Context: an optimization exercise on an open-source flow, tuned for small area, a short achievable clock period and few clock cycles per item. The choices shown serve that exercise and are no tape-out recipe.
No activity file was given, so power comes from the tool's default toggle rates.

Setup of main:
## sequence_id_unwrapper
module sequence_id_unwrapper (
  input  logic                          clk_i,
  input  logic                          rst_ni,
  input  logic                          cfg_valid_i,
  output logic                          cfg_ready_o,
  input  logic [sidu_pkg::ThrW-1:0]     gap_threshold_i,
  input  logic                          gen_load_i,
  input  logic [sidu_pkg::GenW-1:0]     gen_value_i,
  input  logic                          in_valid_i,
  output logic                          in_ready_o,
  input  logic [sidu_pkg::CidW-1:0]     compressed_id_i,
  output logic                          out_valid_o,
  input  logic                          out_ready_i,
  output logic                          accepted_o,
  output logic [sidu_pkg::IdW-1:0]      full_id_o
);
==> module sidu_step, before the edit <==
module sidu_step (
  input  logic [13:0] thr_i,
  input  logic [15:0] head_i,
  input  logic [63:0] lid_i,
  input  logic [16:0] blo_i,
  input  logic        db_i,
  input  logic [16:0] r_i,
  input  logic        cr_i,
  input  logic [15:0] cid_i,
  input  logic        wrap_i,      
  input  logic        adv_i,       
  input  logic [16:0] v1_i,        
  output logic        ok_o,
  output logic        head_we_o,
  output logic [63:0] lid_o,
  output logic [16:0] blo_o,
  output logic        db_o,
  output logic [16:0] r_o,
  output logic        cr_o
);
  logic        wrap, adv, raise, gt, cv, cb, bones;
  logic [16:0] v, r65;
  logic [17:0] sv, blo65;
  logic [18:0] d, lo, hi_d;
  logic [46:0] hi, x;
  logic [47:0] pre;
  always_comb begin
    wrap = wrap_i;
    adv  = adv_i;
    v    = wrap ? v1_i : {1'b0, cid_i};
    d    = {2'b00, v} - {2'b00, r_i};
    lo   = d + {5'b00000, thr_i};
    hi_d = {5'b00000, thr_i} - d;
    ok_o = !lo[18] && !hi_d[18];
    gt   = !d[18] && (d != 19'd0);
    blo65 = {1'b0, blo_i} + 18'h0FFFF;         
    cb    = blo65[17];
    sv    = {1'b0, blo_i} + {1'b0, v};
    cv    = sv[17];
    hi    = lid_i[63:17];
    x     = hi ^ {47{db_i}};
    pre[0] = 1'b1;
    for (int i = 1; i <= 47; i++) pre[i] = pre[i-1] & x[i-1];
    bones = pre[47];                           
    raise = gt ^ (bones & (cv ^ cr_i));
    lid_o = {hi ^ ({47{db_i ^ cv}} & pre[46:0]), sv[16:0]};
    blo_o = adv ? blo65[16:0] : blo_i;
    db_o  = cv & ~(adv & cb);
    r65   = r_i + 17'h10001;                   
    if (raise) r_o = (wrap && !adv) ? v1_i : {1'b0, cid_i};
    else       r_o = adv ? r65 : r_i;
    cr_o      = (raise ? cv : cr_i) & ~(adv & cb);
    head_we_o = adv || (cid_i > head_i);
  end
endmodule
==> module sequence_id_unwrapper, before the edit <==
module sequence_id_unwrapper (
  input  logic                          clk_i,
  input  logic                          rst_ni,
  input  logic                          cfg_valid_i,
  output logic                          cfg_ready_o,
  input  logic [sidu_pkg::ThrW-1:0]     gap_threshold_i,
  input  logic                          gen_load_i,
  input  logic [sidu_pkg::GenW-1:0]     gen_value_i,
  input  logic                          in_valid_i,
  output logic                          in_ready_o,
  input  logic [sidu_pkg::CidW-1:0]     compressed_id_i,
  output logic                          out_valid_o,
  input  logic                          out_ready_i,
  output logic                          accepted_o,
  output logic [sidu_pkg::IdW-1:0]      full_id_o
);
  logic                      a_vld_q, b_free_q, out_vld_q;
  logic [sidu_pkg::CidW-1:0] a_cid_q, b_cid_q, a_cid_d;
  logic [2:0]                a_flg_q, a_flg_d, flg;
  logic                      wrap_q, adv_q, wrap_d, hw_d;
  logic [16:0]               a_v1_q, a_v1_d;
  logic [sidu_pkg::ThrW-1:0] thr;
  logic                      step, a_free, take, busy;
  assign take        = in_valid_i && b_free_q;
  assign step        = a_vld_q && !busy && (!out_vld_q || out_ready_i);
  assign a_free      = !a_vld_q || step;
  assign in_ready_o  = b_free_q;
  assign cfg_ready_o = 1'b1;
  assign a_cid_d     = b_free_q ? compressed_id_i : b_cid_q;
  assign flg         = a_free ? a_flg_d : a_flg_q;
  assign wrap_d      = hw_d && flg[0];
  sidu_flags u_flags (
    .thr_i   (thr),
    .cid_i   (a_cid_d),
    .flags_o (a_flg_d),
    .v1_o    (a_v1_d)
  );
  sidu_core u_core (
    .clk_i      (clk_i),
    .rst_ni     (rst_ni),
    .step_i     (step),
    .busy_o     (busy),
    .cid_i      (a_cid_q),
    .wrap_i     (wrap_q),
    .adv_i      (adv_q),
    .hwc_i      (a_flg_q[2]),
    .v1_i       (a_v1_q),
    .hw_d_o     (hw_d),
    .thr_o      (thr),
    .cfg_we_i   (cfg_valid_i),
    .cfg_data_i (gap_threshold_i),
    .ld_we_i    (gen_load_i),
    .ld_gen_i   (gen_value_i),
    .acc_o      (accepted_o),
    .id_o       (full_id_o)
  );
  always_ff @(posedge clk_i or negedge rst_ni) begin
    if (!rst_ni) begin
      a_vld_q   <= 1'b0;
      b_free_q  <= 1'b1;
      out_vld_q <= 1'b0;
    end else begin
      if (a_free) begin
        a_vld_q  <= !b_free_q || take;
        b_free_q <= 1'b1;
      end else if (take) begin
        b_free_q <= 1'b0;
      end
      if (step) begin
        out_vld_q <= 1'b1;
      end else if (out_ready_i) begin
        out_vld_q <= 1'b0;
      end
    end
  end
  always_ff @(posedge clk_i) begin
    wrap_q <= wrap_d;
    adv_q  <= wrap_d && flg[1];
    if (a_free) begin
      a_cid_q <= a_cid_d;
      a_flg_q <= a_flg_d;
      a_v1_q  <= a_v1_d;
    end
    if (!a_free && take) b_cid_q <= compressed_id_i;
  end
  assign out_valid_o = out_vld_q;
endmodule
==> flow/config.mk <==
export PLATFORM = sky130hd
export DESIGN_NAME = sequence_id_unwrapper
export DESIGN_NICKNAME = sequence_id_unwrapper
export VERILOG_FILES = /design/flow/design.v
export SDC_FILE = /design/flow/constraint.sdc
export NUM_CORES = 4
export LEC_CHECK = 0
export CAP_MARGIN = 20
export CORE_MARGIN = 2
export CORE_UTILIZATION = 40
export SETUP_SLACK_MARGIN = 5
export SLEW_MARGIN = 20
==> flow/constraint.sdc <==
create_clock -name core_clock -period 10.0 [get_ports {clk_i}]
set_input_delay 2.0000 -clock core_clock [delete_from_list [all_inputs] [get_ports {clk_i}]]
set_output_delay 2.0000 -clock core_clock [all_outputs]
set_load 0.01 [all_outputs]
standard.sh (not shown) runs the stock make flow with config.mk's settings and CLKGATE_MAP_FILE= SYNTH_SCRIPT=/design/flow/synth_recipe.tcl, a recipe that flattens the netlist after the stock synthesis.
==> flow/flow/run.sh <==
#!/bin/bash
# Layout flow: the standard layout (standard.sh: the standard synthesis and ORFS steps,
# unchanged), with two make settings added:
#  - the buffer that placement puts on every input and output port is a plain buf_1 cell
#    instead of the resizer's default choice (a delay buffer);
set -euo pipefail
MARGIN=6
export BUFFER_PORTS_ARGS="-buffer_cell sky130_fd_sc_hd__buf_1"
bash standard.sh "BUFFER_PORTS_ARGS=$BUFFER_PORTS_ARGS" "SETUP_SLACK_MARGIN=$MARGIN" finish \
  > standard.log 2>&1
No stage failed in main, and the final checks on the layout all came back clean.
diff inputs: main => the feature branch
--- a/flow/design.v
+++ b/flow/design.v
@@ -37,20 +37,19 @@
 );
   logic        wrap, adv, raise, gt, cv, cb, bones;
   logic [16:0] v, r65;
   logic [17:0] sv, blo65;
-  logic [18:0] d, lo, hi_d;
+  logic [18:0] lo, hi_d;
   logic [46:0] hi, x;
   logic [47:0] pre;
   always_comb begin
     wrap = wrap_i;
     adv  = adv_i;
     v    = wrap ? v1_i : {1'b0, cid_i};
-    d    = {2'b00, v} - {2'b00, r_i};
-    lo   = d + {5'b00000, thr_i};
-    hi_d = {5'b00000, thr_i} - d;
+    lo   = {2'b00, v} + {5'b00000, thr_i} - {2'b00, r_i};
+    hi_d = {2'b00, r_i} + {5'b00000, thr_i} - {2'b00, v};
     ok_o = !lo[18] && !hi_d[18];
-    gt   = !d[18] && (d != 19'd0);
+    gt   = v > r_i;
     blo65 = {1'b0, blo_i} + 18'h0FFFF;         
     cb    = blo65[17];
     sv    = {1'b0, blo_i} + {1'b0, v};
     cv    = sv[17];
@@ -205,39 +204,39 @@
   input  logic                          out_ready_i,
   output logic                          accepted_o,
   output logic [sidu_pkg::IdW-1:0]      full_id_o
 );
-  logic                      a_vld_q, b_free_q, out_vld_q;
-  logic [sidu_pkg::CidW-1:0] a_cid_q, b_cid_q, a_cid_d;
-  logic [2:0]                a_flg_q, a_flg_d, flg;
+  logic                      a_vld_q, b_free_q, c_vld_q, out_vld_q;
+  logic [sidu_pkg::CidW-1:0] a_cid_q, b_cid_q, c_cid_q;
+  logic [2:0]                c_flg_q, c_flg_d, flg;
   logic                      wrap_q, adv_q, wrap_d, hw_d;
-  logic [16:0]               a_v1_q, a_v1_d;
+  logic [16:0]               c_v1_q, c_v1_d;
   logic [sidu_pkg::ThrW-1:0] thr;
-  logic                      step, a_free, take, busy;
+  logic                      step, a_free, c_free, take, busy;
   assign take        = in_valid_i && b_free_q;
-  assign step        = a_vld_q && !busy && (!out_vld_q || out_ready_i);
-  assign a_free      = !a_vld_q || step;
+  assign step        = c_vld_q && !busy && (!out_vld_q || out_ready_i);
+  assign c_free      = !c_vld_q || step;
+  assign a_free      = !a_vld_q || c_free;
   assign in_ready_o  = b_free_q;
   assign cfg_ready_o = 1'b1;
-  assign a_cid_d     = b_free_q ? compressed_id_i : b_cid_q;
-  assign flg         = a_free ? a_flg_d : a_flg_q;
+  assign flg         = c_free ? c_flg_d : c_flg_q;
   assign wrap_d      = hw_d && flg[0];
   sidu_flags u_flags (
     .thr_i   (thr),
-    .cid_i   (a_cid_d),
-    .flags_o (a_flg_d),
-    .v1_o    (a_v1_d)
+    .cid_i   (a_cid_q),
+    .flags_o (c_flg_d),
+    .v1_o    (c_v1_d)
   );
   sidu_core u_core (
     .clk_i      (clk_i),
     .rst_ni     (rst_ni),
     .step_i     (step),
     .busy_o     (busy),
-    .cid_i      (a_cid_q),
+    .cid_i      (c_cid_q),
     .wrap_i     (wrap_q),
     .adv_i      (adv_q),
-    .hwc_i      (a_flg_q[2]),
-    .v1_i       (a_v1_q),
+    .hwc_i      (c_flg_q[2]),
+    .v1_i       (c_v1_q),
     .hw_d_o     (hw_d),
     .thr_o      (thr),
     .cfg_we_i   (cfg_valid_i),
     .cfg_data_i (gap_threshold_i),
@@ -249,16 +248,18 @@
   always_ff @(posedge clk_i or negedge rst_ni) begin
     if (!rst_ni) begin
       a_vld_q   <= 1'b0;
       b_free_q  <= 1'b1;
+      c_vld_q   <= 1'b0;
       out_vld_q <= 1'b0;
     end else begin
       if (a_free) begin
         a_vld_q  <= !b_free_q || take;
         b_free_q <= 1'b1;
       end else if (take) begin
         b_free_q <= 1'b0;
       end
+      if (c_free) c_vld_q <= a_vld_q;
       if (step) begin
         out_vld_q <= 1'b1;
       end else if (out_ready_i) begin
         out_vld_q <= 1'b0;
@@ -267,13 +268,14 @@
   end
   always_ff @(posedge clk_i) begin
     wrap_q <= wrap_d;
     adv_q  <= wrap_d && flg[1];
-    if (a_free) begin
-      a_cid_q <= a_cid_d;
-      a_flg_q <= a_flg_d;
-      a_v1_q  <= a_v1_d;
-    end
+    if (c_free) begin
+      c_cid_q <= a_cid_q;
+      c_flg_q <= c_flg_d;
+      c_v1_q  <= c_v1_d;
+    end
+    if (a_free) a_cid_q <= b_free_q ? compressed_id_i : b_cid_q;
     if (!a_free && take) b_cid_q <= compressed_id_i;
   end
   assign out_valid_o = out_vld_q;
 endmodule
Results
Taking main as the reference, in the feature branch sequential share of layout area increased by 3.0 points relative to the old numbers; part of the total power dissipated in the clock network increased by 4.1 points relative to the old numbers; slew at the pin closest to its max-slew limit decreased by 0.18 ns relative to the old numbers.
On the feature branch: power after layout is 330 uW higher than what main gave.
Delta(sequential share of power, the feature branch - main) < 0
Compared the feature branch vs main, and number of synthesized flops with an enable pin is up in the feature branch.
No run of this note included a check of the RTL's function; only the layout flow was run.

==> static timing again, ports no longer ideal <==
How much do the figures lean on ideal ports? The routed layouts below were timed once more, with nothing changed but the port constraints.
Step 1 sets driving cells, clkbuf_16 on the clock port and buf_2 on the other inputs (assumed; they add their load-dependent delay and slew).
Step 2 also shifts input and output timing later by t, the mid clock arrival at the registers, as if the neighbouring blocks saw the same clock.
Three values: no drivers, after step 1, after step 2; two values: the first two.
| run | shift t [ns] | slack for setup (ns) | worst hold slack (ns) |
|---|---|---|---|
| main | 0.514 | 5.006 / 5.006 / 5.006 | 0.493 / 0.493 / 0.493 |
| the feature branch | 0.615 | 6.050 / 6.050 / 5.516 | 0.464 / 0.464 / 0.464 |
After both steps every run listed still meets setup and hold. The setup slack of the feature branch, which loses most, moves by 0.000 ns with the drivers and by -0.534 ns with both steps.
